Background: an optimization exercise with open tools, aiming at small area, a short achievable clock period and few clock cycles per item. Do not read the settings as production practice. Only simulation tests tie the RTL to the original design; equivalence was not proved. Power figures rest on the tool's default switching activity, not on a simulated workload.

Design range_scan_object_segmenter_core, start of the top module:
module range_scan_object_segmenter_core (
   input  wire logic        clock,
   input  wire logic        reset,
   input  wire logic        req_tvalid,
   output logic             req_tready,
   input  wire logic [23:0] req_tdata,    
   input  wire logic        req_tuser,    
   input  wire logic        req_tlast,    
   output logic             rsp_tvalid,
   input  wire logic        rsp_tready,
   output logic [71:0]      rsp_tdata,
   output logic [1:0]       rsp_tuser,    
   output logic             rsp_tlast,    
   input  wire logic        csr_we,
   input  wire logic [1:0]  csr_index,
   input  wire logic [15:0] csr_wdata
);
make LEC_CHECK=0 ABC_AREA=1 CAP_MARGIN=20 CORE_MARGIN=2 CORE_UTILIZATION=40 SETUP_SLACK_MARGIN=5 SLEW_MARGIN=20 SYNTH_MEMORY_MAX_BITS=8192 TNS_END_PERCENT=5 finish   # period 8.0 ns
run.sh (not shown) runs the stock make flow with config.mk's settings and CLKGATE_MAP_FILE= SYNTH_SCRIPT=/design/flow/synth_recipe.tcl, a recipe that flattens the netlist after the stock synthesis.
Testbench counts at the start, summed over its fixed seeds: cycles 26,174, words 24,000.
Rerun with:
--- a/flow/config.mk
+++ b/flow/config.mk
@@ -8 +7,0 @@
-export ABC_AREA = 1
@@ -15 +14 @@
-export TNS_END_PERCENT = 5
+export TNS_END_PERCENT = 100
Result:
- wire length went down by about 3.7%
- utilization went up by 2.8 points
- hold slack improves by 0.012 ns
- critical path depth went up by 2
- register-to-register slack degrades by 0.25 ns
- total power went down by 7.5%
- non-clock buffer count went up by 129
- clock power went down by about 6%

---

range_scan_object_segmenter_core again, from the RTL that the note above started with.
Settings: LEC_CHECK=0, ABC_AREA=1, CAP_MARGIN=20, CORE_MARGIN=2, CORE_UTILIZATION=40, SETUP_SLACK_MARGIN=4.5, SLEW_MARGIN=20, SYNTH_MEMORY_MAX_BITS=8192, TNS_END_PERCENT=100; clock period 8.0 ns.
Testbench counts at the start, summed over its fixed seeds: cycles 26,174, words 24,000.
Edit:
- CORE_UTILIZATION: 40 -> 45
- SETUP_SLACK_MARGIN: 4.5 -> 5
Result:
- wire length went up by a few percent
- critical path depth went up by 1
- hold slack degrades by 0.0035 ns
- fmax went up by about a fifth
- final cell count went down slightly
- die area went down by roughly a tenth
- area after synthesis stays the same
- final area went up slightly
- worst setup slack improves by 0.45 ns
- register-to-register slack improves by 0.45 ns

---

Another version of the RTL of range_scan_object_segmenter_core (not shown whole).
For scale: ~410 flip-flops.
==> flow/config.mk <==
export PLATFORM = sky130hd
export DESIGN_NAME = range_scan_object_segmenter_core
export DESIGN_NICKNAME = range_scan_object_segmenter_core
export VERILOG_FILES = /design/flow/design.v
export SDC_FILE = /design/flow/constraint.sdc
export NUM_CORES = 4
export LEC_CHECK = 0
export CAP_MARGIN = 20
export CORE_MARGIN = 2
export CORE_UTILIZATION = 40
export SETUP_SLACK_MARGIN = 4.5
export SLEW_MARGIN = 20
export SYNTH_MEMORY_MAX_BITS = 8192
export TNS_END_PERCENT = 100
==> flow/constraint.sdc <==
create_clock -name core_clock -period 8.0 [get_ports {clock}]
set_input_delay 1.6000 -clock core_clock [delete_from_list [all_inputs] [get_ports {clock}]]
set_output_delay 1.6000 -clock core_clock [all_outputs]
set_load 0.01 [all_outputs]
The baseline passed the timing, design-rule and antenna checks.
Testbench counts at the start, summed over its fixed seeds: cycles 26,163, words 24,000.
Edit:
- SETUP_SLACK_MARGIN: 4.5 -> 5
Result:
- The changed run passed the timing, design-rule and antenna checks
- critical path depth rises by 5
- cell area rises by a few percent
- maximum frequency rises by a little under a tenth
- non-clock buffer count rises by 75
- via count rises by a few percent
- flip-flop and latch count stays the same
- total power rises by a few percent
- combinational power rises by about a fifth

---

range_scan_object_segmenter_core with an RTL version that a note above also has.
Size in the first run: ~3300 cells after synthesis, ~410 flip-flops.
clock: 8.0 ns
lec_check: 0
abc_area: 1
cap_margin: 20
core_margin: 2
core_utilization: 50
setup_slack_margin: 5
slew_margin: 20
synth_memory_max_bits: 8192
tns_end_percent: 100
Testbench counts at the start, summed over its fixed seeds: cycles 26,174, words 24,000.
==> next run, changes <==
Settings changed: CORE_UTILIZATION 50 to 35.
Result: Synthesized cell count does not change; power goes up by 1.3%; cell area goes up by 0.90%; worst setup slack improves by 0.11 ns; first-iteration DRC count goes down by 35%.
==> next run, changes <==
Settings changed: CORE_UTILIZATION 35 to 40.
Outcome: Worst setup slack improves by 0.0068 ns. Total power came out higher by 0.49%. Sequential power hardly moves.

==> static timing again, ports no longer ideal <==
The flow's constraints put no driver on any port. The routed layouts listed below were extracted and timed again, unchanged, in two steps. Step 1 assumes that a clkbuf_16 drives the clock port and a buf_2 every other input. Step 2 moves the port delays by t, midway between the first and last clock arrival at a register: inputs arrive t later, outputs are due t later. That takes back most of the time a late clock gives input paths. a / b / c = no drivers / after step 1 / after step 2; a / b = the first two.
run | t (ns) | setup WS [ns] | worst setup path at the end | slew at the worst register clock pin (ns)
the first run of note 1 | 0.650 | 4.763 / 4.729 / 4.456 | input to register | 0.06 / 0.06
the second run of note 1 | 0.641 | 4.516 / 4.516 / 4.516 | register to register | 0.07 / 0.07
the first run of note 2 | 0.666 | 4.542 / 4.542 / 4.468 | input to register | 0.07 / 0.07
the second run of note 2 | 0.659 | 4.996 / 4.975 / 4.541 | input to register | 0.07 / 0.07
the first run of note 3 | 0.655 | 4.543 / 4.516 / 4.276 | input to register | 0.07 / 0.07
the second run of note 3 | 0.657 | 4.799 / 4.799 / 4.551 | input to register | 0.07 / 0.07
the first run of note 4 | 0.648 | 4.912 / 4.912 / 4.588 | input to register | 0.08 / 0.08
the second run of note 4 | 0.665 | 5.026 / 4.986 / 4.460 | input to register | 0.07 / 0.07
the third run of note 4 | 0.666 | 5.033 / 4.989 / 4.500 | input to register | 0.07 / 0.07
After both steps every run listed still meets setup and hold. For the second run of note 4, which loses most, drivers alone change the setup slack by -0.040 ns; drivers and shift together by -0.566 ns.
